This is an optimization exercise on Yosys and OpenROAD, whose aim is small area, a short achievable clock period and few clock cycles per item, not a production implementation.
The RTL was checked by simulation tests, not by an equivalence proof against the original design.

==> design.v <==
module permutation_multi_round (
  input  logic         clock,
  input  logic         reset_n,
  input  logic         i_sys_enable,
  input  logic         i_start,
  input  logic [3:0]   i_num_rounds,
  input  logic [319:0] i_state,
  output logic         o_busy,
  output logic         o_done,
  output logic         o_error,
  output logic [319:0] o_state
);
  localparam int CUT = 1;
  function automatic logic [63:0] ror64(input logic [63:0] x, input integer n);
    logic [127:0] w_dbl;
    w_dbl = {x, x} >> n;
    ror64 = w_dbl[63:0];
  endfunction
  function automatic logic [319:0] round_tail(input logic [319:0] z);
    logic [63:0] z0, z1, z2, z3, z4;
    z0 = z[319:256];
    z1 = z[255:192];
    z2 = z[191:128];
    z3 = z[127:64];
    z4 = z[63:0];
    z0 = z0 ^ ror64(z0, 19) ^ ror64(z0, 28);
    z1 = z1 ^ ror64(z1, 61) ^ ror64(z1, 39);
    z2 = z2 ^ ror64(z2, 1)  ^ ror64(z2, 6);
    z3 = z3 ^ ror64(z3, 10) ^ ror64(z3, 17);
    z4 = z4 ^ ror64(z4, 7)  ^ ror64(z4, 41);
    round_tail = {z0, z1, z2, z3, z4};
  endfunction
  function automatic logic [319:0] round_head(input logic [319:0] s, input logic [7:0] rc);
    logic [63:0] a0, a1, a2, a3, a4;
    logic [63:0] y0, y1, y2, y3, y4;
    a0 = s[319:256] ^ s[63:0];
    a1 = s[255:192];
    a2 = s[191:128] ^ s[255:192] ^ {56'd0, rc};
    a3 = s[127:64];
    a4 = s[63:0] ^ s[127:64];
    y0 = a0 ^ (~a1 & a2);
    y1 = a1 ^ (~a2 & a3);
    y2 = a2 ^ (~a3 & a4);
    y3 = a3 ^ (~a4 & a0);
    y4 = a4 ^ (~a0 & a1);
    round_head = {y0 ^ y4, y1 ^ y0, ~y2, y3 ^ y2, y4};
  endfunction
  function automatic logic [7:0] rconst(input logic [3:0] i);
    rconst = {4'hF - i, i};
  endfunction
  logic         r_run;
  logic [3:0]   r_idx;
  logic [319:0] r_state;
  logic         r_done;
  logic         r_error;
  logic [319:0] w_tail;
  logic [319:0] w_src;
  logic [3:0]   w_src_idx;
  logic [319:0] w_head;
  logic         w_legal;
  logic         w_load;
  logic         w_last;
  assign w_legal = (i_num_rounds != 4'd0) &&
                   !(i_num_rounds[3] && i_num_rounds[2] && (i_num_rounds[1] || i_num_rounds[0]));
  assign w_load  = !r_run && i_start && w_legal;
  assign w_tail    = round_tail(r_state);
  assign w_src_idx = r_run ? r_idx + 4'd1 : 4'd12 - i_num_rounds;
  assign w_last    = (w_src_idx == 4'd11);
  if (CUT == 0) begin : g_cut0
    assign w_src   = r_run ? r_state : i_state;
    assign w_head  = round_tail(round_head(w_src, rconst(w_src_idx)));
    assign o_state = r_state;
  end else begin : g_cut1
    assign w_src   = r_run ? w_tail : i_state;
    assign w_head  = round_head(w_src, rconst(w_src_idx));
    assign o_state = w_tail;
  end
  always_ff @(posedge clock or negedge reset_n) begin
    if (!reset_n) begin
      r_run   <= 1'b0;
      r_idx   <= 4'd0;
      r_state <= 320'd0;
      r_done  <= 1'b0;
      r_error <= 1'b0;
    end else if (!i_sys_enable) begin
      r_run   <= 1'b0;
      r_idx   <= 4'd0;
      r_state <= 320'd0;
      r_done  <= 1'b0;
      r_error <= 1'b0;
    end else begin
      if (r_run || w_load) begin
        r_state <= w_head;
        r_idx   <= w_src_idx;
        r_run   <= !w_last;
        r_done  <= w_last;
      end else begin
        r_done  <= 1'b0;
      end
      r_error <= !r_run && i_start && !w_legal;
    end
  end
  assign o_busy  = r_run;
  assign o_done  = r_done;
  assign o_error = r_error;
endmodule
==> flow/run.sh <==
#!/bin/bash
# Standard layout, with the port buffers made from plain buffers.
bash standard.sh BUFFER_PORTS_ARGS="-buffer_cell sky130_fd_sc_hd__buf_1" finish > standard.log 2>&1
==> standard.sh <==
#!/bin/bash
# synth_recipe.tcl (not shown) runs the flow's synth.tcl, then flattens the netlist and writes it again
# the make line also repeats each setting of config.mk as NAME=value (left out here)
make -C /OpenROAD-flow-scripts/flow DESIGN_CONFIG=/design/flow/config.mk WORK_HOME=/design/flow/orfs CLKGATE_MAP_FILE= SYNTH_SCRIPT=/design/flow/synth_recipe.tcl "${@:-finish}"
==> config.mk <==
export PLATFORM = sky130hd
export DESIGN_NAME = permutation_multi_round
export DESIGN_NICKNAME = permutation_multi_round
export VERILOG_FILES = /design/flow/design.v
export SDC_FILE = /design/flow/constraint.sdc
export NUM_CORES = 4
export LEC_CHECK = 0
export CAP_MARGIN = 20
export CORE_MARGIN = 2
export CORE_UTILIZATION = 40
export SETUP_SLACK_MARGIN = 2.1
export SLEW_MARGIN = 20
==> constraint.sdc <==
create_clock -name core_clock -period 5.0 [get_ports {clock}]
set_input_delay 1.0000 -clock core_clock [delete_from_list [all_inputs] [get_ports {clock}]]
set_output_delay 1.0000 -clock core_clock [all_outputs]
set_load 0.01 [all_outputs]
==> results of run 1 <==
[state kept, by name, summed over array words and instances (netlist names)]
name and flops:
r_done 1, r_idx 4, r_state 320, r_run 1
r_error 1
[cell type report]
type	instances	area share, %
Antenna cell	4	0.02741
Timing Repair Buffer	696	8.633
Clock inverter	13	0.2261
Multi-Input combinational cell	2362	61.63
Sequential cell	327	22.66
Clock buffer	57	3.220
Inverter	7	0.07194
Tap cell	1030	3.529
[logic make-up (layout without fill, tap and decap cells)]
family	after synthesis	in the layout	share of synthesized area, %
xor+xnor	952	952	37.69
simple gates	475	475	6.685
mux	375	375	12.91
compound gates	374	374	6.902
flops	327	327	26.68
fa+ha+maj	186	186	7.065
buf+inv	143	773	2.076
other cells	0	4	0
[layer usage]
| layer | vias up | global-route usage (%) | share of wire (%) | wire (um) |
|---|---|---|---|---|
| met4 | 6 | 22.03 | 7.2 | 10620 |
| met1 | 12630 | 45.79 | 39 | 56750 |
| li1 | 10970 | - | - | - |
| met2 | 1546 | 54.87 | 44 | 64500 |
| met5 | - | 0.5003 | 0.055 | 80 |
| met3 | 341 | 8.255 | 9.9 | 14510 |
[Yosys cell counts (all sizes together) (6+ instances only)]
cell,instances,area share [%]
mux2,148,5.4
xnor2,609,17
o21ai,290,4.7
nor2,29,0.35
mux2i,227,7.5
maj3,64,2.1
a32oi,8,0.23
ha,122,5.0
nand3,8,0.13
xor3,209,16
inv,7,0.086
nand4,6,0.12
a22o,27,0.78
a21oi,21,0.34
clkbuf,71,0.87
a211o,18,0.51
nand2,345,4.2
buf,65,1.1
dfrtp,327,27
nor2b,19,0.39
nand2b,45,0.92
xor2,129,3.7
[worst min path at each step]
stage          startpoint        to  slack, ps
2_1_floorplan    r_idx[1]  r_idx[1]        470
3_3_place_gp     r_idx[1]  r_idx[1]        510
3_5_place_dp     r_idx[1]  r_idx[1]        510
4_1_cts          r_idx[1]  r_idx[1]        520
5_1_grt          r_idx[1]  r_idx[1]        590
6_report         r_idx[1]  r_idx[1]        520
[tightest hold or removal path: stages (launching register included)]
cell     delay, ps
dfrtp_1        360
nand2_1         50
o21ai_0         70
[timing repair]
action | 4_1_cts | 5_1_grt
hold buffers | 0 | 0
cloned | 1 | 4
pin swaps | 16 | 6
resized for setup | 183 | 35
buffers inserted | 12 | 5
endpoints found under the hold margin | 0 | 0
endpoints found under the setup margin | 379 | 203
[stage by stage]
step	area, um2	worst slack (ps)	util, %	hold WS [ps]
2_1_floorplan	30670	2121	-	467.7
3_3_place_gp	34150	1263	44.96	509.2
3_5_place_dp	34150	1196	44.96	507.5
4_1_cts	36230	1961	47.70	520.2
5_1_grt	36520	2059	48.08	585.7
6_report	36520	2054	48.09	523.6
==> metrics.md, run 1 <==
| Metric | Value |
|---|---|
| Status | no timing/DRC/antenna violations |
| Hold WC Path Type | flip-flop to flip-flop |
| Number of synthesized register bits | 327 |
| Post-route ant nets | 0 |
| Post-detail-place hpwl | 120,000 um |
| Max H-tree Level | 2 |
| Worst-path cell chain | xor3_2 > buf_1 |
| Multi-input gate area | ~23,000 um2 |
| Fraction of layout cells with a size suffix above 1 | a little over an eighth |
| First-pass GRT wire length | about 190,000 um |
| CP Launch Point | r_state[48] |
| Max_cap viols | 0 |
| Clock slew at reported path FFs | about 60 ps |
| Final period utilization | 58.93% |
| Placement Rows | slightly above 100 |
| Die height | ~280 um |
| Commonest non-fill, non-tap cell in the layout | buf_1 |
| Tightest Pin Transition | approximately 970 ps |
| Port bufs | 650 |
| CP required | roughly 4000 ps |
| Crit Path Category | flip-flop to output pin |
| Die width | 280.9 um |
| Crit path depth | 2 |
| Initial core utilization | 40.39% |
| Via count | between 20k and 30k |
| Worst-case reg-to-reg path depth | 7 |
| GRT Total Usage | a little over a third |
| Root buf cell | clkbuf_16 |
| Ports | about 650 |
| Filler Cells Inserted | around 7.3k |
| Clk sinks | ~330 |
| Post-synth EDFFs | 0 |
| Reg2Reg Setup Slack | 2150 ps |
| Core box area | roughly 76,000 um2 |
| Arrival @ worst endpoint | approximately 2000 ps |
| Register area | 8275 um2 |
| Synthesized area per cell | between 10 and 15 um2 |
| Critical path's slowest cell | xor3_2 |
| Final setup viols | 0 |
| Vias in the first global route | around 24k |
| Sequential share of the synthesized area | between 20% and 30% |
| Unrepaired setup endpoints after global routing | true |
| Worst setup EP type | output pin |
| Top delay family on crit path | XOR/XNOR gates |
| Final setup TNS | 0 ps |
| FF-to-FF End | r_state[289] |
| CTS tree | done |
| Top_reg_cell synth | dfrtp_1 |
| Highest Clock Rate | 339.4 MHz |
| Drt wl/cell | between 30 and 40 um |
| Most frequent cells in the layout | buf_1 (643), xnor2_1 (547), nand2_1 (345) |
| Final Wtd Congestion | between 1 and 1.5 |
| Initial detailed-routing violation count | roughly 2.5k |
| Setup crit end | o_state[41] |
| Fin. max-slew vios | 0 |
| Mapped cell area | between 30,000 and 40,000 um2 |
| Worst Hold Depth | 2 |
| Final hold vios | 0 |
| Synth async-reset ratio | 100.0% |
| Total wire length | approximately 150,000 um |
| Yosys warnings | 1 |
| Slew margin rel. | a little over a third |
| P&R area growth vs syn | 19.07% |
| Crit start category | flip-flop |
| Post-Synthesis Cells | 2,832 |
| Vias per cell | about 5.7 |
| Longest Clk Path Bufs | 3 |
| Crit Path Max Fanout | 4 |
| Clock Skew | between 15 and 20 ps |
| Antenna violations before repair | 10 |
| Grt total ovfl | 0 |
| Die area | a little under 80,000 um2 |
| Syn Nets | between 3k and 4k |
| First-pass DRT Iterations | 5 |
| Non-Filler Instances | ~4.5k |
| Cells after DPL | 4,399 |
| Nets | approximately 4k |
| CTS Buf Count | 40 |
| Final min period | 2946 ps |
| DRC | 0 |
| CP Buf/Inv Count | 1 |
| CP max stage delay | between 600 and 700 ps |
| Post-synth cell types | 46 |
| Pin count of the biggest net entering global routing | about 150 |
| Worst-Skew Late Latency | 590 ps |
| Worst r2r src | r_state[222] |
Testbench counts, summed over its fixed seeds: cycles 22,998, items 2,400.
==> inputs of run 2 (changes only) <==
--- a/config.mk
+++ b/config.mk
@@ -10,2 +10,3 @@
 export CORE_UTILIZATION = 40
+export GPL_ROUTABILITY_DRIVEN = 0
 export SETUP_SLACK_MARGIN = 2.1
==> run 2 against run 1 <==
- still clean on timing, DRC and antenna
- clock skew increased by 17 ps
- utilization is 0.24 points higher
- worst hold slack lost 15 ps
- synthesized cell count did not move
- area after synthesis unchanged
- final area up 0.49%
- worst setup slack got worse by 10 ps
- count of clock-buffer cells in the layout is 8 lower
==> metrics.md, run 2 <==
| Metric | Value |
|---|---|
| Die width | 280.9 um (unchanged) |
| DRC | 0 (unchanged) |
| Nets | 3,889 (was 3,884) |
| FF-to-FF End | r_state[259] (was r_state[289]) |
| Pin count of the biggest net entering global routing | 103 (was 145) |
| Commonest non-fill, non-tap cell in the layout | buf_1 (unchanged) |
| Tightest Pin Transition | 953.2 ps (was 973.8 ps) |
| Clock slew at reported path FFs | 70 ps (was 60 ps) |
| Max_cap viols | 0 (unchanged) |
| Crit path depth | 2 (unchanged) |
| Crit start category | flip-flop (unchanged) |
| Antenna violations before repair | 8 (was 10) |
| Met2 wire len | 63,320 um (was 64,500 um) |
| Cell with the most instances after synthesis | xnor2_1 (unchanged) |
| Final hold vios | 0 (unchanged) |
| Final min period | 2956 ps (was 2946 ps) |
| First-pass DRT Iterations | 5 (unchanged) |
| Slew margin rel. | 36.45% (was 35.08%) |
| Hold_buf cts | 0 (unchanged) |
| Most frequent cells in the layout | buf_1 (642), xnor2_1 (542), nand2_1 (345) (was buf_1 (643), xnor2_1 (547), nand2_1 (345)) |
| Biggest regs | r_state x320, r_idx x4 (unchanged) |
| Initial core utilization | 40.39% (unchanged) |
| Worst-case reg-to-reg path depth | 5 (was 7) |
| Unrepaired setup endpoints after global routing | true (unchanged) |
| Reg2Reg Setup Slack | 2220 ps (was 2150 ps) |
| Initial detailed-routing violation count | 2,562 (was 2,545) |
| Status | no timing/DRC/antenna violations (unchanged) |
| CTS Buf Count | 40 (unchanged) |
| P&R area growth vs syn | 19.65% (was 19.07%) |
| Final setup TNS | 0 ps (unchanged) |
| Placement Rows | 101 (unchanged) |
| Ports | 651 (unchanged) |
| Top_reg_cell synth | dfrtp_1 (unchanged) |
| CP max stage delay | 590 ps (was 630 ps) |
| Post-synth EDFFs | 0 (unchanged) |
| Highest Clock Rate | 338.2 MHz (was 339.4 MHz) |
| Arrival @ worst endpoint | 1960 ps (was 1950 ps) |
| Critical path's slowest cell | dfrtp_1 (was xor3_2) |
| Crit Path Max Fanout | 4 (unchanged) |
| Worst setup EP type | output pin (unchanged) |
| Non-Filler Instances | 4,500 (was 4,496) |
| Via count | 25.34k (was 25.49k) |
| Top cells by area, synth | dfrtp_1 (27%), xnor2_1 (17%), xor3_1 (16%) (unchanged) |
| Post-synth top area share | 26.68% (unchanged) |
| Number of synthesized register bits | 327 (unchanged) |
| Number of flip-flops in the largest register | 320 (unchanged) |
| Final setup viols | 0 (unchanged) |
| Die height | 280.9 um (unchanged) |
| Final period utilization | 59.13% (was 58.93%) |
| Synth async-reset ratio | 100.0% (unchanged) |
| Clock Skew | 36.61 ps (was 19.19 ps) |
| Max Used Layer | met5 (unchanged) |
| Port bufs | 650 (unchanged) |
| Clk sinks | 327 (unchanged) |
| Routed met1 length | 56,100 um (was 56,750 um) |
| Top cells by count, synth | xnor2_1 (608), nand2_1 (345), dfrtp_1 (327), o21ai_0 (277), mux2i_1 (224) (unchanged) |
| Crit Path Category | flip-flop to output pin (unchanged) |
| Core box area | 75,950 um2 (unchanged) |
| Vias in the first global route | 23.91k (was 24.16k) |
| Max H-tree Level | 2 (unchanged) |
| Post-synth cell types | 46 (unchanged) |
| Synthesized area per cell | 10.83 um2 (unchanged) |
| Die area | 78,920 um2 (unchanged) |
| Worst r2r src | r_state[67] (was r_state[222]) |
| CP Launch Point | r_state[118] (was r_state[48]) |
| Fin. max-slew vios | 0 (unchanged) |
| First-pass GRT wire length | 192,800 um (was 193,200 um) |
| Vias per cell | 5.632 (was 5.669) |
| Syn Nets | 3,282 (unchanged) |
| Setup crit end | o_state[118] (was o_state[41]) |
| Fraction of layout cells with a size suffix above 1 | 14.53% (was 13.60%) |
| Sequential share of the synthesized area | 26.68% (unchanged) |
| Worst-path cell chain | xor3_1 > buf_1 (was xor3_2 > buf_1) |
| Root buf cell | clkbuf_16 (unchanged) |
| Worst-Skew Late Latency | 600 ps (was 590 ps) |
| Top delay family on crit path | flip-flops (was XOR/XNOR gates) |
| CP required | 4000 ps (about the same) |
| Mapped cell area | 30,670 um2 (unchanged) |
| Post-detail-place hpwl | 120,200 um (was 120,000 um) |
| Longest Clk Path Bufs | 3 (unchanged) |
| Post-route ant nets | 0 (unchanged) |
| CP Buf/Inv Count | 1 (unchanged) |
| Metal3 WL | 14,480 um (was 14,510 um) |
| CTS tree | done (unchanged) |
| Register with the most flip-flops | r_state (unchanged) |
| Grt total ovfl | 0 (unchanged) |
| Total wire length | 144,600 um (was 146,500 um) |
| Post-Synthesis Cells | 2,832 (unchanged) |
| Hold WC Path Type | flip-flop to flip-flop (unchanged) |
| Yosys warnings | 1 (unchanged) |
| Cells after DPL | 4,402 (was 4,399) |
| GRT Total Usage | 35.74% (was 35.82%) |
| Drt wl/cell | 32.14 um (was 32.58 um) |
| Synth area leader | dfrtp_1 (unchanged) |
-- run 2: changes by cell type in the layout (fill, tap and decap cells not counted), moves of 5 or more --
cell,change
buf_12,+8
xor3_2,+5
mux2i_2,+7
xnor2_1,-5
xnor2_2,+6
xor3_1,-5
clkinv_2,+5
bufinv_16,+5
mux2i_1,-7
-- run 2: layout make-up --
type                            instances  area [um2]
Antenna cell                            1       2.502
Clock inverter                         23       255.2
Sequential cell                       327        8279
Inverter                                7       26.28
Timing Repair Buffer                  699        3148
Tap cell                             1030        1289
Fill cell                            7257       39250
Multi-Input combinational cell       2364       22600
Clock buffer                           49        1106
-- run 2: worst min path at each step --
stage / from / to / slack (ps) / depth (start not counted)
after floorplan: r_idx[1] / r_idx[1] / 470 / 2
after global placement: r_idx[1] / r_idx[1] / 500 / 2
after detailed placement: r_idx[1] / r_idx[1] / 490 / 2
after CTS: r_idx[1] / r_idx[1] / 510 / 2
after global routing: r_idx[1] / r_idx[1] / 530 / 2
final: r_idx[1] / r_idx[1] / 510 / 2
-- run 2: cell families after synthesis --
family | count (synthesis) | share of synthesized area (%)
buf+inv | 143 | 2.076
xor+xnor | 952 | 37.69
fa+ha+maj | 186 | 7.065
flops | 327 | 26.68
simple gates | 475 | 6.685
mux | 375 | 12.91
compound gates | 374 | 6.902
-- run 2: repair_timing --
item | 4_1_cts | 5_1_grt
setup endpoints to repair | 446 | 322
setup buffers | 14 | 8
gates resized for setup | 184 | 49
gates cloned | 3 | 0
pin swaps | 14 | 7
-- run 2: worst register-to-register path: stages, from the launching register on --
cell and delay [ps]:
dfrtp_1 640, xor3_1 470, mux2i_1 580, ha_1 400
or4_1 540, nand3_1 80
-- run 2: per-stage QoR --
stage                     hold WS (ps)  setup slack [ps]  utilization [%]  cell area [um2]
after global routing             534.1              2068            48.32            36700
after CTS                        507.5              2018            48.01            36460
after floorplan                  467.7              2121                -            30670
after detailed placement         493.5              1154            45.06            34220
after global placement           503.2              1250            45.06            34220
final                            509.0              2044            48.32            36700
-- run 2: layer usage --
layer  vias up  global-route usage (%)
li1      10970                       -
met1     12480                   46.08
met2      1531                   54.53
met3       350                   8.164
met4        12                   21.62
met5         -                       0
==> inputs of run 3 (changes only) <==
--- a/config.mk
+++ b/config.mk
@@ -10,3 +10,3 @@
 export CORE_UTILIZATION = 40
-export GPL_ROUTABILITY_DRIVEN = 0
+export PLACE_DENSITY = 0.9
 export SETUP_SLACK_MARGIN = 2.1
==> run 3 against run 2 <==
- still clean on timing, DRC and antenna
- synthesized cell count unchanged
- register-to-register slack worse by 190 ps
- utilization down 0.29 points
- area after synthesis unchanged
- sequential cell count unchanged
- final area down 0.59%
- fmax down 1.7%
- worst setup slack worse by 50 ps
- critical path depth up 1
- critical path type unchanged
- largest cell class unchanged
- highest routed layer unchanged
==> metrics.md, run 3 <==
| Metric | Value |
|---|---|
| Clock Skew | 22.14 ps (was 36.61 ps) |
| Final hold vios | 0 (unchanged) |
| CTS tree | done (unchanged) |
| Crit Path Category | flip-flop to output pin (unchanged) |
| Initial detailed-routing violation count | 2,941 (was 2,562) |
| Core box area | 75,950 um2 (unchanged) |
| Ports | 651 (unchanged) |
| Unrepaired setup endpoints after global routing | true (unchanged) |
| Slew margin rel. | 41.17% (was 36.45%) |
| Hold WC Path Type | input pin to async pin (was flip-flop to flip-flop) |
| Mapped cell area | 30,670 um2 (unchanged) |
| Worst hold slack | 404.3 ps (was 509.0 ps) |
| Sequential share of the synthesized area | 26.68% (unchanged) |
| Pin count of the biggest net entering global routing | 193 (was 103) |
| Nets | 3,883 (was 3,889) |
| Max_cap viols | 0 (unchanged) |
| Fin. max-slew vios | 0 (unchanged) |
| Crit Path Max Fanout | 4 (unchanged) |
| Placement Cell Area | 34,140 um2 (was 34,220 um2) |
| Final Wtd Congestion | slightly above 1 |
| Syn Nets | 3,282 (unchanged) |
| Number of flip-flops in the largest register | 320 (unchanged) |
| Commonest non-fill, non-tap cell in the layout | buf_1 (unchanged) |
| Final min period | 3007 ps (was 2956 ps) |
| Vias per cell | 5.853 (was 5.632) |
| Cells after DPL | 4,403 (was 4,402) |
| DRC | 0 (unchanged) |
| Setup WS post-layout | 1993 ps (was 2044 ps) |
| CP required | 4000 ps (about the same) |
| Placement Rows | 101 (unchanged) |
| Final setup viols | 0 (unchanged) |
| GRT Total Usage | 37.01% (was 35.74%) |
| Top cells by count, synth | xnor2_1 (608), nand2_1 (345), dfrtp_1 (327), o21ai_0 (277), mux2i_1 (224) (unchanged) |
| Grt total ovfl | 0 (unchanged) |
| Top cells by area, synth | dfrtp_1 (27%), xnor2_1 (17%), xor3_1 (16%) (unchanged) |
| Worst-case reg-to-reg path depth | 6 (was 5) |
| Final setup TNS | 0 ps (unchanged) |
| Worst setup EP type | output pin (unchanged) |
| CTS Buf Count | 38 (was 40) |
| First-pass GRT wire length | 198,900 um (was 192,800 um) |
| Clock slew at reported path FFs | 60 ps (was 70 ps) |
| FF-to-FF End | r_state[114] (was r_state[259]) |
| Arrival @ worst endpoint | 2010 ps (was 1960 ps) |
| Non-Filler Instances | 4,490 (was 4,500) |
| Worst-Skew Late Latency | 580 ps (was 600 ps) |
| Tightest Pin Transition | 857.9 ps (was 953.2 ps) |
| Biggest regs | r_state x320, r_idx x4 (unchanged) |
| Root buf cell | clkbuf_16 (unchanged) |
| Synth area leader | dfrtp_1 (unchanged) |
| Final period utilization | 60.13% (was 59.13%) |
| Vias in the first global route | 25.10k (was 23.91k) |
| Max H-tree Level | 2 (unchanged) |
| Top_reg_cell synth | dfrtp_1 (unchanged) |
| Util after Layout | 48.04% (was 48.32%) |
| Synth async-reset ratio | 100.0% (unchanged) |
| Register with the most flip-flops | r_state (unchanged) |
| Port bufs | 650 (unchanged) |
| Number of synthesized register bits | 327 (unchanged) |
| Post-synth cell types | 46 (unchanged) |
| First-pass DRT Iterations | 8 (was 5) |
| Die height | 280.9 um (unchanged) |
| Drt wl/cell | 33.88 um (was 32.14 um) |
| Die area | 78,920 um2 (unchanged) |
| Fraction of layout cells with a size suffix above 1 | 13.33% (was 14.53%) |
| Cell with the most instances after synthesis | xnor2_1 (unchanged) |
| Post-detail-place hpwl | 124,600 um (was 120,200 um) |
| Post-Synthesis Cells | 2,832 (unchanged) |
| P&R area growth vs syn | 18.94% (was 19.65%) |
| Post-synth top area share | 26.68% (unchanged) |
| Filler Cells Inserted | 6,964 (was 7,257) |
| Synthesized area per cell | 10.83 um2 (unchanged) |
| Finished layout cell area | 36,480 um2 (was 36,700 um2) |
| Status | no timing/DRC/antenna violations (unchanged) |
| Post-synth EDFFs | 0 (unchanged) |
| Worst r2r src | r_state[124] (was r_state[67]) |
| Placement Setup Slack | 1364 ps (was 1154 ps) |
| Most frequent cells in the layout | buf_1 (636), xnor2_1 (553), nand2_1 (345) (was buf_1 (642), xnor2_1 (542), nand2_1 (345)) |
| Reg2Reg Setup Slack | 2030 ps (was 2220 ps) |
| Post-route ant nets | 0 (unchanged) |
| Total wire length | 152,100 um (was 144,600 um) |
| Antenna violations before repair | 8 (unchanged) |
| Initial core utilization | 40.39% (unchanged) |
| Crit start category | flip-flop (unchanged) |
| Clk sinks | 327 (unchanged) |
| Longest Clk Path Bufs | 3 (unchanged) |
| Hold_buf cts | 0 (unchanged) |
| Via count | 26.28k (was 25.34k) |
| Highest Clock Rate | 332.6 MHz (was 338.2 MHz) |
| Yosys warnings | 1 (unchanged) |
| Die width | 280.9 um (unchanged) |
## run 3: cell types whose count changed in the layout (fill, tap and decap cells not counted), sizes merged
cell,change
buf,-5
bufbuf,-1
bufinv,+1
clkbuf,+9
clkinv,-8
clkinvlp,-2
inv,-2
nand2b,-2
## run 3: worst max path at each step
stage | endpoint | from | slack, ps
after global routing | o_state[216] | r_state[213] | 2040
after CTS | o_busy | r_run | 1930
final | o_state[225] | r_state[222] | 1990
after global placement | r_state[256] | i_num_rounds[0] | 1420
after detailed placement | r_state[262] | i_num_rounds[0] | 1360
after floorplan | r_state[63] | i_num_rounds[0] | 2120
## run 3: cells by family (layout without fill, tap and decap cells)
| family | Yosys count | after routing | synth area share, % |
|---|---|---|---|
| buffers and inverters | 143 | 770 | 2.076 |
| DFF | 327 | 327 | 26.68 |
| adders and majority gates | 186 | 186 | 7.065 |
| and+or+nand+nor | 475 | 475 | 6.685 |
| muxes | 375 | 375 | 12.91 |
| AOI/OAI and AO/OA | 374 | 374 | 6.902 |
| other | 0 | 1 | 0 |
| xor gates and xnor gates | 952 | 952 | 37.69 |
## run 3: what timing repair did
item	4_1_cts	5_1_grt
endpoints found under the setup margin	353	350
resized for setup	160	44
pin swaps	5	5
setup buffers	5	12
cloned	0	3
## run 3: worst max-delay path, cell delays in order, from the launching register on
cell and delay [ps]:
dfrtp_1 600, xnor2_1 190, xnor2_2 420, buf_1 210
## run 3: layout make-up
| type | instances | area, um2 | share of cell area, % |
|---|---|---|---|
| Multi-Input combinational cell | 2362 | 22430 | 61.47 |
| Clock inverter | 12 | 216.5 | 0.5933 |
| Clock buffer | 54 | 1175 | 3.220 |
| Tap cell | 1030 | 1289 | 3.532 |
| Timing Repair Buffer | 697 | 3074 | 8.426 |
| Antenna cell | 1 | 2.502 | 0.006859 |
| Sequential cell | 327 | 8275 | 22.68 |
| Inverter | 7 | 26.28 | 0.07202 |
## run 3: metal layers
metal	vias up	GRT usage, %	routed length (um)
met4	8	27.89	13900
met5	-	0	60
met1	12880	45.48	55030
met3	490	9.993	18320
li1	10940	-	-
met2	1956	55.44	64800
==> inputs of run 4 (changes only) <==
--- a/config.mk
+++ b/config.mk
@@ -10,3 +10,3 @@
 export CORE_UTILIZATION = 40
-export PLACE_DENSITY = 0.9
+export PLACE_DENSITY = 0.75
 export SETUP_SLACK_MARGIN = 2.1
==> run 4 against run 3 <==
- worst hold slack improved by 73 ps
- count of clock-buffer cells in the layout increased by 1
- non-clock buffer count increased by 2
- synthesized cell count unchanged
- area after synthesis unchanged
- fmax increased by 2.2%
- sequential cell count unchanged
- final cell count increased by 0.16%
- die area unchanged
- critical path depth decreased by 1
- largest cell class unchanged
==> metrics.md, run 4 <==
| Metric | Value |
|---|---|
| Status | no timing/DRC/antenna violations (unchanged) |
| Number of flip-flops in the largest register | 320 (unchanged) |
| Crit start category | flip-flop (unchanged) |
| CTS Buf Count | 40 (was 38) |
| Commonest non-fill, non-tap cell in the layout | buf_1 (unchanged) |
| Vias in the first global route | 24.73k (was 25.10k) |
| Clock Skew | 26.77 ps (was 22.14 ps) |
| Initial detailed-routing violation count | 2,938 (was 2,941) |
| Most frequent cells in the layout | buf_1 (638), xnor2_1 (556), nand2_1 (345) (was buf_1 (636), xnor2_1 (553), nand2_1 (345)) |
| Post-synth top area share | 26.68% (unchanged) |
| CP required | 4000 ps (about the same) |
| Top cells by area, synth | dfrtp_1 (27%), xnor2_1 (17%), xor3_1 (16%) (unchanged) |
| Non-Filler Instances | 4,497 (was 4,490) |
| Die width | 280.9 um (unchanged) |
| CP Launch Point | r_state[77] (was r_state[222]) |
| Initial core utilization | 40.39% (unchanged) |
| Die height | 280.9 um (unchanged) |
| Ports | 651 (unchanged) |
| Post-detail-place hpwl | 123,500 um (was 124,600 um) |
| Final period utilization | 58.84% (was 60.13%) |
| Antenna violations before repair | 5 (was 8) |
| Setup WS post-layout | 2058 ps (was 1993 ps) |
| Via count | 25.81k (was 26.28k) |
| Synth area leader | dfrtp_1 (unchanged) |
| Top_reg_cell synth | dfrtp_1 (unchanged) |
| Final Wtd Congestion | 1.042 (was 1.033) |
| Final setup viols | 0 (unchanged) |
| Placement Setup Slack | 1131 ps (was 1364 ps) |
| Core box area | 75,950 um2 (unchanged) |
| Top cells by count, synth | xnor2_1 (608), nand2_1 (345), dfrtp_1 (327), o21ai_0 (277), mux2i_1 (224) (unchanged) |
| Cells after DPL | 4,407 (was 4,403) |
| Worst r2r src | r_state[77] (was r_state[124]) |
| Biggest regs | r_state x320, r_idx x4 (unchanged) |
| Final hold vios | 0 (unchanged) |
| Fraction of layout cells with a size suffix above 1 | 12.84% (was 13.33%) |
| Longest Clk Path Bufs | 3 (unchanged) |
| Hold WC Path Type | input pin to async pin (unchanged) |
| Post-route ant nets | 0 (unchanged) |
| Crit Path Category | flip-flop to output pin (unchanged) |
| Total wire length | 150,200 um (was 152,100 um) |
| Filler Cells Inserted | 7,116 (was 6,964) |
| Max_cap viols | 0 (unchanged) |
| Syn Nets | 3,282 (unchanged) |
| Post-Synthesis Cells | 2,832 (unchanged) |
| Synth async-reset ratio | 100.0% (unchanged) |
| Hold_buf cts | 0 (unchanged) |
| Cell with the most instances after synthesis | xnor2_1 (unchanged) |
| Pin count of the biggest net entering global routing | 114 (was 193) |
| Final setup TNS | 0 ps (unchanged) |
| Grt total ovfl | 0 (unchanged) |
| Crit Path Max Fanout | 4 (unchanged) |
| First-pass GRT wire length | 199,300 um (was 198,900 um) |
| Port bufs | 650 (unchanged) |
| Worst-Skew Late Latency | 580 ps (about the same) |
| Nets | 3,890 (was 3,883) |
| Drt wl/cell | 33.39 um (was 33.88 um) |
| Slew margin rel. | 46.36% (was 41.17%) |
| Clk sinks | 327 (unchanged) |
| Sequential share of the synthesized area | 26.68% (unchanged) |
| Synthesized area per cell | 10.83 um2 (unchanged) |
| Number of synthesized register bits | 327 (unchanged) |
| Max H-tree Level | 2 (unchanged) |
| Root buf cell | clkbuf_16 (unchanged) |
| Yosys warnings | 1 (unchanged) |
| Clock slew at reported path FFs | 60 ps (about the same) |
| Final min period | 2942 ps (was 3007 ps) |
| Mapped cell area | 30,670 um2 (unchanged) |
| DRC | 0 (unchanged) |
| Highest Clock Rate | 339.9 MHz (was 332.6 MHz) |
| Register with the most flip-flops | r_state (unchanged) |
| Post-synth cell types | 46 (unchanged) |
| Worst setup EP type | output pin (unchanged) |
| CTS tree | done (unchanged) |
| Die area | 78,920 um2 (unchanged) |
| Tightest Pin Transition | 782.3 ps (was 857.9 ps) |
| Post-synth EDFFs | 0 (unchanged) |
| Unrepaired setup endpoints after global routing | true (unchanged) |
| Fin. max-slew vios | 0 (unchanged) |
| P&R area growth vs syn | 18.49% (was 18.94%) |
| Vias per cell | 5.740 (was 5.853) |
| Placement Rows | 101 (unchanged) |
| Arrival @ worst endpoint | 1940 ps (was 2010 ps) |
| GRT Total Usage | 37.05% (was 37.01%) |
| First-pass DRT Iterations | 6 (was 8) |
==> run 4: cell counts after synthesis <==
No cell type changed its count.
==> run 4: area by class of cell <==
cell class | count | area [um2] | share of cell area, %
Inverter | 7 | 26.28 | 0.07229
Tap cell | 1030 | 1289 | 3.546
Clock inverter | 12 | 166.4 | 0.4578
Antenna cell | 2 | 5.005 | 0.01377
Multi-Input combinational cell | 2365 | 22400 | 61.63
Sequential cell | 327 | 8258 | 22.72
Clock buffer | 55 | 1149 | 3.160
Timing Repair Buffer | 699 | 3054 | 8.403
==> run 4: path summary, 6_finish.rpt <==
path                       depth (start not counted)  slack, ps      endpoint
min in group core_clock                            2        520      r_idx[1]
min reg2reg                                        2        520      r_idx[1]
max reg2reg                                        6       2130  r_state[252]
max                                                2       2060   o_state[67]
min                                                1        480   r_state[64]
max in group asynchronous                          2       3440   r_state[28]
==> run 4: logic make-up (layout without fill, tap and decap cells) <==
group / after synthesis / in the layout / share of synthesized area [%]
xor gates and xnor gates: 952 / 952 / 37.69
and+or+nand+nor: 475 / 478 / 6.685
muxes: 375 / 375 / 12.91
AOI/OAI and AO/OA: 374 / 374 / 6.902
DFF: 327 / 327 / 26.68
adders and majority gates: 186 / 186 / 7.065
buffers and inverters: 143 / 773 / 2.076
other: 0 / 2 / 0
==> run 4: repair_timing <==
item                                    in CTS  in global routing
endpoints found under the hold margin        0                  0
cloned                                       3                  2
setup buffers                                9                  7
pin swaps                                   11                  6
resized for setup                          140                 40
endpoints found under the setup margin     435                285
==> run 4: metal layers <==
layer	global-route usage, %	vias to the layer above	share of wire [%]
met5	0	-	0.0073
met4	22.71	2	7.4
met3	11.64	381	12
met2	56.82	1754	44
met1	45.41	12710	37
li1	-	10970	-
==> run 4: critical path, cell delays in order, from the launching register on <==
cell and delay [ps]:
dfrtp_1 580, xor3_1 610, buf_1 170
==> run 4: per-stage QoR <==
step / hold slack, ps / utilization [%] / area (um2)
2_1_floorplan: 467.7 / - / 30670
3_3_place_gp: 497.0 / 45.07 / 34230
5_1_grt: 524.1 / 47.86 / 36350
4_1_cts: 488.4 / 47.59 / 36150
6_report: 477.3 / 47.86 / 36350
3_5_place_dp: 502.7 / 45.07 / 34230
==> inputs of run 5 (changes only) <==
--- a/config.mk
+++ b/config.mk
@@ -10,2 +10,3 @@
 export CORE_UTILIZATION = 40
+export GPL_TIMING_DRIVEN = 0
 export PLACE_DENSITY = 0.75
==> run 5 against run 4 <==
- register-to-register slack worse by 40 ps
- sequential share of layout area fell by 0.82 points
- critical path depth up 1
- synthesized cell count stayed put
- largest cell class unchanged
- highest routed layer unchanged
==> metrics.md, run 5 <==
| Metric | Value |
|---|---|
| Crit start category | flip-flop (unchanged) |
| GRT Total Usage | 40.51% (was 37.05%) |
| Synthesized area per cell | 10.83 um2 (unchanged) |
| Post-detail-place hpwl | 139,200 um (was 123,500 um) |
| CP Buf/Inv Count | 1 (unchanged) |
| Top delay family on crit path | flip-flops (was XOR/XNOR gates) |
| First-pass DRT Iterations | 6 (unchanged) |
| Cell with the most instances after synthesis | xnor2_1 (unchanged) |
| Fraction of layout cells with a size suffix above 1 | 19.27% (was 12.84%) |
| Clk sinks | 327 (unchanged) |
| Highest Clock Rate | 328.4 MHz (was 339.9 MHz) |
| DRC | 0 (unchanged) |
| Slew margin rel. | 49.05% (was 46.36%) |
| Worst setup EP type | output pin (unchanged) |
| Register with the most flip-flops | r_state (unchanged) |
| Number of synthesized register bits | 327 (unchanged) |
| First-pass GRT wire length | 214,500 um (was 199,300 um) |
| Non-Filler Instances | 4,618 (was 4,497) |
| Multiplexer share of the synthesized area | 12.91% (unchanged) |
| Fin. max-slew vios | 0 (unchanged) |
| Largest family of logic cells by synthesized area | XOR/XNOR gates (unchanged) |
| Clock Skew | 40.07 ps (was 26.77 ps) |
| Placement Rows | 101 (unchanged) |
| Adder-cell share of the synthesized area | 7.065% (unchanged) |
| Synth async-reset ratio | 100.0% (unchanged) |
| Port bufs | 650 (unchanged) |
| Pin count of the biggest net entering global routing | 32 (was 114) |
| Nets | 4,005 (was 3,890) |
| Hold WC Path Type | input pin to async pin (unchanged) |
| Die area | 78,920 um2 (unchanged) |
| Final setup viols | 0 (unchanged) |
| Biggest regs | r_state x320, r_idx x4 (unchanged) |
| CTS tree | done (unchanged) |
| Core box area | 75,950 um2 (unchanged) |
| Drt wl/cell | 35.54 um (was 33.39 um) |
| Hold_buf cts | 0 (unchanged) |
| Setup WS post-layout | 1955 ps (was 2058 ps) |
| Placement Setup Slack | 582.6 ps (was 1131 ps) |
| Post-Synthesis Cells | 2,832 (unchanged) |
| CP max stage delay | 640 ps (was 610 ps) |
| Max H-tree Level | 2 (unchanged) |
| CP dominant cell by count | xnor2_1 |
| Initial core utilization | 40.39% (unchanged) |
| Top cells by area, synth | dfrtp_1 (27%), xnor2_1 (17%), xor3_1 (16%) (unchanged) |
| Unrepaired setup endpoints after global routing | true (unchanged) |
| Ports | 651 (unchanged) |
| Final min period | 3045 ps (was 2942 ps) |
| Synth Area in Compound Gates | 6.902% (unchanged) |
| Commonest non-fill, non-tap cell in the layout | buf_1 (unchanged) |
| Die height | 280.9 um (unchanged) |
| Grt total ovfl | 0 (unchanged) |
| Worst-path cell chain | xnor2_1 > xnor2_1 > buf_1 (was xor3_1 > buf_1) |
| Critical path's slowest cell | dfrtp_1 (was xor3_1) |
| Post-synth top area share | 26.68% (unchanged) |
| Antenna violations before repair | 6 (was 5) |
| Post-route ant nets | 0 (unchanged) |
| Vias per cell | 5.897 (was 5.740) |
| Sequential share of the synthesized area | 26.68% (unchanged) |
| Die width | 280.9 um (unchanged) |
| Synth area leader | dfrtp_1 (unchanged) |
| Syn Nets | 3,282 (unchanged) |
| Synth Area in XOR/XNOR | 37.69% (unchanged) |
| Tightest Pin Transition | 764.3 ps (was 782.3 ps) |
| Number of flip-flops in the largest register | 320 (unchanged) |
| Final setup TNS | 0 ps (unchanged) |
| Multi-input gate area | 23,010 um2 (was 22,400 um2) |
| Yosys warnings | 1 (unchanged) |
| Vias in the first global route | 25.81k (was 24.73k) |
| Final hold vios | 0 (unchanged) |
| Max_cap viols | 0 (unchanged) |
| Cells after DPL | 4,526 (was 4,407) |
| Most frequent cells in the layout | buf_1 (627), xnor2_1 (533), nand2_1 (345) (was buf_1 (638), xnor2_1 (556), nand2_1 (345)) |
| Crit Path Category | flip-flop to output pin (unchanged) |
| Mapped cell area | 30,670 um2 (unchanged) |
| Crit Path Max Fanout | 4 (unchanged) |
| Top cells by count, synth | xnor2_1 (608), nand2_1 (345), dfrtp_1 (327), o21ai_0 (277), mux2i_1 (224) (unchanged) |
| Filler Cells Inserted | 6,972 (was 7,116) |
| Synth Area in Simple Gates | 6.685% (unchanged) |
| Total wire length | 164,100 um (was 150,200 um) |
| Clock slew at reported path FFs | 70 ps (was 60 ps) |
| CTS Buf Count | 41 (was 40) |
| Longest Clk Path Bufs | 3 (unchanged) |
| Final period utilization | 60.90% (was 58.84%) |
| CP required | 4000 ps (about the same) |
| Root buf cell | clkbuf_16 (unchanged) |
| Initial detailed-routing violation count | 3,218 (was 2,938) |
| Register area | 8285 um2 (was 8258 um2) |
| Status | no timing/DRC/antenna violations (unchanged) |
| Via count | 27.23k (was 25.81k) |
| Post-synth EDFFs | 0 (unchanged) |
| Top_reg_cell synth | dfrtp_1 (unchanged) |
| Worst hold slack | 458.6 ps (was 477.3 ps) |
| Post-synth cell types | 46 (unchanged) |
| P&R area growth vs syn | 23.32% (was 18.49%) |
| Arrival @ worst endpoint | 2050 ps (was 1940 ps) |
| Final Wtd Congestion | 1.058 (was 1.042) |
| Worst-Skew Late Latency | 600 ps (was 580 ps) |
run 5: cell counts after synthesis:
No cell type changed its count.
run 5: layout make-up:
cell class / count / area share [%]
multi-input combinational: 2362 / 60.84
tap: 1030 / 3.407
clock inverter: 19 / 0.4532
inverter: 7 / 0.06946
sequential: 327 / 21.90
timing repair buffer: 680 / 7.734
antenna: 3 / 0.01985
clock buffer: 54 / 3.053
buffer: 136 / 2.524
run 5: metrics by stage:
step / cell area [um2] / util (%)
after floorplan: 30670 / -
after global placement: 34400 / 45.30
after detailed placement: 34710 / 45.71
after CTS: 37160 / 48.93
after global routing: 37820 / 49.79
final: 37830 / 49.80
run 5: routing by layer:
layer / vias to the layer above / part of all wire (%) / global-route usage, %
li1: 11200 / - / -
met1: 13640 / 37 / 51.34
met2: 1921 / 43 / 61.35
met3: 465 / 12 / 10.87
met4: 2 / 7.9 / 25.22
met5: - / 0.0067 / 0
run 5: path summary, 6_finish.rpt:
kind	start	endpoint	slack [ps]	cells past startpoint
worst max register to register	r_run	r_state[75]	2090	10
worst max-delay path	r_state[103]	o_state[93]	1950	3
worst min register to register	r_idx[2]	r_idx[2]	520	2
min in group core_clock	r_idx[2]	r_idx[2]	520	2
worst min-delay path	reset_n	r_error	460	1
max in group asynchronous	reset_n	r_state[222]	3190	5
run 5: kinds of logic after synthesis:
| kind of cell | count (synthesis) |
|---|---|
| mux | 375 |
| fa+ha+maj | 186 |
| xor+xnor | 952 |
| simple gates | 475 |
| buf+inv | 143 |
| flops | 327 |
| compound gates | 374 |
run 5: timing repair:
action	CTS	global route
buffers inserted	8	8
resized for setup	331	169
endpoints found under the setup margin	498	344
pin swaps	16	10
endpoints found under the hold margin	0	0
==> inputs of run 6 (changes only) <==
--- a/config.mk
+++ b/config.mk
@@ -8,5 +8,5 @@
 export CAP_MARGIN = 20
+export CORE_ASPECT_RATIO = 2.0
 export CORE_MARGIN = 2
 export CORE_UTILIZATION = 40
-export GPL_TIMING_DRIVEN = 0
 export PLACE_DENSITY = 0.75
==> run 6 against run 5 <==
- still clean on timing, DRC and antenna
- synthesized cell count stayed put
- first-iteration DRC count fell by 13%
- non-clock buffer count is 111 lower
- register-to-register slack better by 20 ps
- fmax up 2.7%
- global-route usage is 2.0 points lower
- sequential cell count stayed put
- clock skew down 15 ps
- highest routed layer unchanged
==> metrics.md, run 6 <==
| Metric | Value |
|---|---|
| Commonest non-fill, non-tap cell in the layout | buf_1 (unchanged) |
| Grt total ovfl | 0 (unchanged) |
| Top delay family on crit path | flip-flops (unchanged) |
| Total wire length | 155,500 um (was 164,100 um) |
| Top cells by area, synth | dfrtp_1 (27%), xnor2_1 (17%), xor3_1 (16%) (unchanged) |
| Top cells by count, synth | xnor2_1 (608), nand2_1 (345), dfrtp_1 (327), o21ai_0 (277), mux2i_1 (224) (unchanged) |
| Finished layout cell area | 36,340 um2 (was 37,830 um2) |
| Antenna violations before repair | 6 (unchanged) |
| Syn Nets | 3,282 (unchanged) |
| Worst setup EP type | output pin (unchanged) |
| Ports | 651 (unchanged) |
| Pin count of the biggest net entering global routing | 163 (was 32) |
| Status | no timing/DRC/antenna violations (unchanged) |
| Placement Cell Area | 34,180 um2 (was 34,710 um2) |
| Global route hottest layer | met2 (unchanged) |
| Initial core utilization | 40.34% (was 40.39%) |
| Tightest Pin Transition | 825.7 ps (was 764.3 ps) |
| GRT Total Usage | 38.54% (was 40.51%) |
| Final min period | 2966 ps (was 3045 ps) |
| Sequential share of the synthesized area | 26.68% (unchanged) |
| Clk sinks | 327 (unchanged) |
| Clock Skew | 25.16 ps (was 40.07 ps) |
| Die height | 395.6 um (was 280.9 um) |
| Final setup TNS | 0 ps (unchanged) |
| Highest Clock Rate | 337.2 MHz (was 328.4 MHz) |
| Arrival @ worst endpoint | 1970 ps (was 2050 ps) |
| Slew margin rel. | 43.38% (was 49.05%) |
| DRC | 0 (unchanged) |
| Post-synth top area share | 26.68% (unchanged) |
| Die width | 199.8 um (was 280.9 um) |
| CP Launch Point | r_state[75] (was r_state[103]) |
| CP Buf/Inv Count | 1 (unchanged) |
| Nets | 3,890 (was 4,005) |
| Worst-Skew Late Latency | 570 ps (was 600 ps) |
| Yosys warnings | 1 (unchanged) |
| Max H-tree Level | 2 (unchanged) |
| Crit start category | flip-flop (unchanged) |
| Util after Layout | 47.79% (was 49.80%) |
| Register with the most flip-flops | r_state (unchanged) |
| Synth async-reset ratio | 100.0% (unchanged) |
| Grt met3 use | 7.715% (was 10.87%) |
| Synth area leader | dfrtp_1 (unchanged) |
| Crit Path Max Fanout | 4 (unchanged) |
| Max_cap viols | 0 (unchanged) |
| Via count | 26.11k (was 27.23k) |
| Number of flip-flops in the largest register | 320 (unchanged) |
| Worst r2r src | r_state[265] (was r_run) |
| Port bufs | 650 (unchanged) |
| Initial detailed-routing violation count | 2,784 (was 3,218) |
| P&R area growth vs syn | 18.48% (was 23.32%) |
| Number of synthesized register bits | 327 (unchanged) |
| First-pass GRT wire length | 203,200 um (was 214,500 um) |
| CTS tree | done (unchanged) |
| CTS Buf Count | 34 (was 41) |
| Post-Synthesis Cells | 2,832 (unchanged) |
| Post-synth cell types | 46 (unchanged) |
| Critical path's slowest cell | dfrtp_1 (unchanged) |
| Biggest regs | r_state x320, r_idx x4 (unchanged) |
| Fin. max-slew vios | 0 (unchanged) |
| Core box area | 76,040 um2 (was 75,950 um2) |
| Post-detail-place hpwl | 128,200 um (was 139,200 um) |
| Unrepaired setup endpoints after global routing | true (unchanged) |
| Longest Clk Path Bufs | 3 (unchanged) |
| Most frequent cells in the layout | buf_1 (642), xnor2_1 (550), nand2_1 (345) (was buf_1 (627), xnor2_1 (533), nand2_1 (345)) |
| Final Wtd Congestion | 1.091 (was 1.058) |
| Met1 GRT Util | 43.71% (was 51.34%) |
| Final period utilization | 59.31% (was 60.90%) |
| Crit Path Category | flip-flop to output pin (unchanged) |
| First-pass DRT Iterations | 6 (unchanged) |
| Top_reg_cell synth | dfrtp_1 (unchanged) |
| Synthesized area per cell | 10.83 um2 (unchanged) |
| Final hold vios | 0 (unchanged) |
| N_diodes | 0 (was 3) |
| CP required | 4000 ps (about the same) |
| Vias in the first global route | 24.92k (was 25.81k) |
| Worst-path cell chain | xor3_1 > buf_1 (was xnor2_1 > xnor2_1 > buf_1) |
| Placement Rows | 143 (was 101) |
| Mapped cell area | 30,670 um2 (unchanged) |
| Hold WC Path Type | input pin to async pin (unchanged) |
| Clock slew at reported path FFs | 70 ps (about the same) |
| Root buf cell | clkbuf_16 (unchanged) |
| Cell with the most instances after synthesis | xnor2_1 (unchanged) |
| Die area | 79,050 um2 (was 78,920 um2) |
| Final setup viols | 0 (unchanged) |
| Fraction of layout cells with a size suffix above 1 | 13.66% (was 19.27%) |
| Post-route ant nets | 0 (unchanged) |
| Drt wl/cell | 34.73 um (was 35.54 um) |
| Met2 usage | 59.62% (was 61.35%) |
| Post-synth EDFFs | 0 (unchanged) |
| Vias per cell | 5.833 (was 5.897) |
| CP max stage delay | 630 ps (was 640 ps) |
run 6: repair_timing:
| action | CTS | global route |
|---|---|---|
| setup buffers | 9 | 11 |
| endpoints found under the hold margin | 0 | 0 |
| pin swaps | 10 | 9 |
| cloned | 2 | 4 |
| endpoints found under the setup margin | 437 | 348 |
| gates resized for setup | 162 | 55 |
| hold buffers | 0 | 0 |
run 6: metal layers:
layer	vias to the layer above	routed length (um)	share of wire, %
met3	550	14040	9.0
li1	10970	-	-
met1	12720	53090	34
met5	-	37	0.024
met4	6	19370	12
met2	1867	68940	44
run 6: cells by family after synthesis:
| family | Yosys count | share of synthesized area (%) |
|---|---|---|
| xor+xnor | 952 | 37.69 |
| fa+ha+maj | 186 | 7.065 |
| compound gates | 374 | 6.902 |
| flops | 327 | 26.68 |
| simple gates | 475 | 6.685 |
| mux | 375 | 12.91 |
| buf+inv | 143 | 2.076 |
run 6: final cells by class:
class,count,area [um2]
multi-input cells,2365,22480
flip-flops and latches,327,8277
clock buffers,47,960.9
well taps,1015,1270
inverters,7,26.28
clock inverters,11,102.6
repair buffers,705,3228
fillers,7194,39700
run 6: path summary, 6_finish.rpt:
check	endpoint	slack, ps	cells after the start
min	r_state[206]	490	1
min in group core_clock	r_idx[1]	530	2
max reg2reg	r_state[301]	2110	6
min reg2reg	r_idx[1]	530	2
max	o_state[65]	2030	2
max in group asynchronous	r_state[101]	3230	3
run 6: per-stage QoR:
step / hold slack, ps / setup WS, ps / cells
floorplan: 467.7 / 2121 / 2832
global placement: 491.3 / 1321 / 4393
detailed placement: 497.3 / 1253 / 4393
CTS: 490.5 / 1992 / 4462
global route: 516.8 / 2068 / 4477
finish: 489.9 / 2034 / 4477
==> inputs of run 7 (changes only) <==
--- a/config.mk
+++ b/config.mk
@@ -8,3 +8,3 @@
 export CAP_MARGIN = 20
-export CORE_ASPECT_RATIO = 2.0
+export CORE_ASPECT_RATIO = 0.5
 export CORE_MARGIN = 2
==> run 7 against run 6 <==
- global-route usage shrank 2.9 points
- count of clock-buffer cells in the layout is the same
- critical path depth grew 2
- highest routed layer unchanged
- worst hold slack improved by 49 ps
- die area is the same
- sequential share of layout area is 0.10 points lower
==> metrics.md, run 7 <==
| Metric | Value |
|---|---|
| Top_reg_cell synth | dfrtp_1 (unchanged) |
| Die area | 79,050 um2 (unchanged) |
| Worst-path cell chain | xnor2_2 > xnor2_2 > buf_12 > buf_1 (was xor3_1 > buf_1) |
| Mapped cell area | 30,670 um2 (unchanged) |
| Final hold vios | 0 (unchanged) |
| Crit Path Category | flip-flop to output pin (unchanged) |
| Tightest Pin Transition | 776.9 ps (was 825.7 ps) |
| Synth async-reset ratio | 100.0% (unchanged) |
| Antenna violations before repair | 15 (was 6) |
| CP max stage delay | 710 ps (was 630 ps) |
| Post-synth cell types | 46 (unchanged) |
| Post-route ant nets | 0 (unchanged) |
| Nets | 3,894 (was 3,890) |
| Post-Synthesis Cells | 2,832 (unchanged) |
| Synthesized area per cell | 10.83 um2 (unchanged) |
| Most frequent cells in the layout | buf_1 (638), xnor2_1 (554), nand2_1 (345) (was buf_1 (642), xnor2_1 (550), nand2_1 (345)) |
| Max_cap viols | 0 (unchanged) |
| Commonest non-fill, non-tap cell in the layout | buf_1 (unchanged) |
| DRC | 0 (unchanged) |
| Worst-Skew Late Latency | 560 ps (was 570 ps) |
| Grt total ovfl | 0 (unchanged) |
| Cells after DPL | 4,397 (was 4,393) |
| Final setup viols | 0 (unchanged) |
| Final period utilization | 60.28% (was 59.31%) |
| First-pass DRT Iterations | 7 (was 6) |
| First-pass GRT wire length | 194,100 um (was 203,200 um) |
| Synth area leader | dfrtp_1 (unchanged) |
| Final Wtd Congestion | 1.164 (was 1.091) |
| Max H-tree Level | 2 (unchanged) |
| Initial core utilization | 40.62% (was 40.34%) |
| Non-Filler Instances | 4,504 (was 4,477) |
| CTS Buf Count | 35 (was 34) |
| Pin count of the biggest net entering global routing | 106 (was 163) |
| Die width | 395.6 um (was 199.8 um) |
| Clk sinks | 327 (unchanged) |
| GRT Total Usage | 35.67% (was 38.54%) |
| Post-synth top area share | 26.68% (unchanged) |
| Hold WC Path Type | input pin to async pin (unchanged) |
| Ports | 651 (unchanged) |
| Biggest regs | r_state x320, r_idx x4 (unchanged) |
| Critical path's slowest cell | dfrtp_1 (unchanged) |
| Sequential share of the synthesized area | 26.68% (unchanged) |
| Core box area | 75,510 um2 (was 76,040 um2) |
| Hold_buf cts | 0 (unchanged) |
| Initial detailed-routing violation count | 3,050 (was 2,784) |
| Top cells by count, synth | xnor2_1 (608), nand2_1 (345), dfrtp_1 (327), o21ai_0 (277), mux2i_1 (224) (unchanged) |
| Post-detail-place hpwl | 122,600 um (was 128,200 um) |
| Finished layout cell area | 36,540 um2 (was 36,340 um2) |
| Post-synth EDFFs | 0 (unchanged) |
| Placement Cell Area | 34,180 um2 (about the same) |
| Fin. max-slew vios | 0 (unchanged) |
| Longest Clk Path Bufs | 3 (unchanged) |
| Final setup TNS | 0 ps (unchanged) |
| Number of flip-flops in the largest register | 320 (unchanged) |
| Vias in the first global route | 25.19k (was 24.92k) |
| Worst setup EP type | output pin (unchanged) |
| Via count | 26.64k (was 26.11k) |
| Top cells by area, synth | dfrtp_1 (27%), xnor2_1 (17%), xor3_1 (16%) (unchanged) |
| Total wire length | 148,000 um (was 155,500 um) |
| P&R area growth vs syn | 19.13% (was 18.48%) |
| CP required | 4000 ps (about the same) |
| Clock slew at reported path FFs | 70 ps (about the same) |
| Drt wl/cell | 32.86 um (was 34.73 um) |
| Highest Clock Rate | 331.8 MHz (was 337.2 MHz) |
| Arrival @ worst endpoint | 2010 ps (was 1970 ps) |
| CTS tree | done (unchanged) |
| Yosys warnings | 1 (unchanged) |
| Fraction of layout cells with a size suffix above 1 | 13.63% (was 13.66%) |
| Die height | 199.8 um (was 395.6 um) |
| Root buf cell | clkbuf_16 (unchanged) |
| CP dominant cell by count | xnor2_2 |
| Slew margin rel. | 46.72% (was 43.38%) |
| Cell with the most instances after synthesis | xnor2_1 (unchanged) |
| Port bufs | 650 (unchanged) |
| Register with the most flip-flops | r_state (unchanged) |
| Status | no timing/DRC/antenna violations (unchanged) |
| Final min period | 3014 ps (was 2966 ps) |
| Crit start category | flip-flop (unchanged) |
| Unrepaired setup endpoints after global routing | true (unchanged) |
| Util after Layout | 48.39% (was 47.79%) |
| Clock Skew | 21.48 ps (was 25.16 ps) |
| Placement Rows | 71 (was 143) |
| Crit Path Max Fanout | 4 (unchanged) |
| Number of synthesized register bits | 327 (unchanged) |
| Syn Nets | 3,282 (unchanged) |
| Vias per cell | 5.914 (was 5.833) |
-- run 7: cell counts after synthesis --
Identical to the previous run, type by type.
-- run 7: final cells by class --
cell class | instances | area, um2
diodes | 12 | 30.03
clock buffers | 47 | 1002
clock inverters | 16 | 225.2
fillers | 6944 | 38970
inverters | 7 | 26.28
multi-input cells | 2364 | 22480
flip-flops and latches | 327 | 8284
well taps | 1022 | 1279
repair buffers | 709 | 3221
-- run 7: worst paths after layout --
kind	from	to	slack, ps	depth (start not counted)
hold / removal	reset_n	r_state[157]	540	1
hold reg to reg	r_idx[2]	r_idx[2]	540	2
max in group asynchronous	reset_n	r_state[47]	3360	2
setup reg to reg	r_state[0]	r_state[256]	2120	8
min in group core_clock	r_idx[2]	r_idx[2]	540	2
setup / recovery	r_state[221]	o_state[224]	1990	4
-- run 7: per-stage QoR --
stage               setup slack, ps  hold WS [ps]
floorplan                      2121         467.7
global placement               1230         499.3
detailed placement             1122         524.1
CTS                            2009         539.3
global route                   1995         572.0
finish                         1986         538.8
-- run 7: critical path, delay by kind of cell, from the launching register on --
family | cells | cell delay, ps
buf+inv | 2 | 340
xor+xnor | 2 | 410
flops | 1 | 710
-- run 7: kinds of logic after synthesis --
group	share of synthesized area [%]
AND/OR/NAND/NOR	6.685
adder cells (fa/ha/maj)	7.065
AO/OA/AOI/OAI	6.902
XOR/XNOR	37.69
multiplexers	12.91
flip-flops	26.68
buffers and inverters	2.076
-- run 7: what timing repair did --
| action | in CTS | in global routing |
|---|---|---|
| endpoints found under the setup margin | 384 | 264 |
| resized for setup | 128 | 83 |
| setup buffers | 18 | 9 |
| pin swaps | 15 | 14 |
| cloned | 3 | 2 |
-- run 7: layer usage --
layer | up-vias | wire [um] | GRT usage [%]
li1 | 10990 | - | -
met1 | 13430 | 53050 | 41.63
met2 | 1734 | 64470 | 53.95
met3 | 461 | 20420 | 16.77
met4 | 20 | 9567 | 20.01
met5 | - | 494 | 3.988

==> afterwards: timing with drivers on the ports <==
In the flow no input, the clock included, has a driving cell. The finished layouts below were timed again as built, in two steps. Step 1 assumes that a clkbuf_16 drives the clock port and a buf_2 every other input. Step 2 moves the port delays by t, midway between the first and last clock arrival at a register: inputs arrive t later, outputs are due t later. That takes back most of the time a late clock gives input paths. Three values: ideal, step 1, step 2; two values: the first two.
| run | shift t [ns] | slack for setup (ns) | worst hold slack (ns) | worst register clock-pin slew, ns |
|---|---|---|---|---|
| run 1 | 0.656 | 2.054 / 1.976 / 1.609 | 0.524 / 0.524 / 0.524 | 0.07 / 0.07 |
| run 2 | 0.653 | 2.044 / 1.973 / 1.597 | 0.509 / 0.509 / 0.509 | 0.07 / 0.07 |
| run 3 | 0.629 | 1.993 / 1.930 / 1.559 | 0.404 / 0.372 / 0.537 | 0.07 / 0.07 |
| run 4 | 0.637 | 2.058 / 1.992 / 1.594 | 0.477 / 0.442 / 0.519 | 0.06 / 0.06 |
| run 5 | 0.645 | 1.955 / 1.888 / 1.545 | 0.459 / 0.417 / 0.517 | 0.07 / 0.07 |
| run 6 | 0.627 | 2.034 / 1.964 / 1.670 | 0.490 / 0.443 / 0.528 | 0.08 / 0.08 |
| run 7 | 0.614 | 1.986 / 1.925 / 1.570 | 0.539 / 0.504 / 0.540 | 0.07 / 0.07 |
After both steps every run listed still meets setup and hold. The setup slack of run 4, which loses most, moves by -0.066 ns with the drivers and by -0.464 ns with both steps.
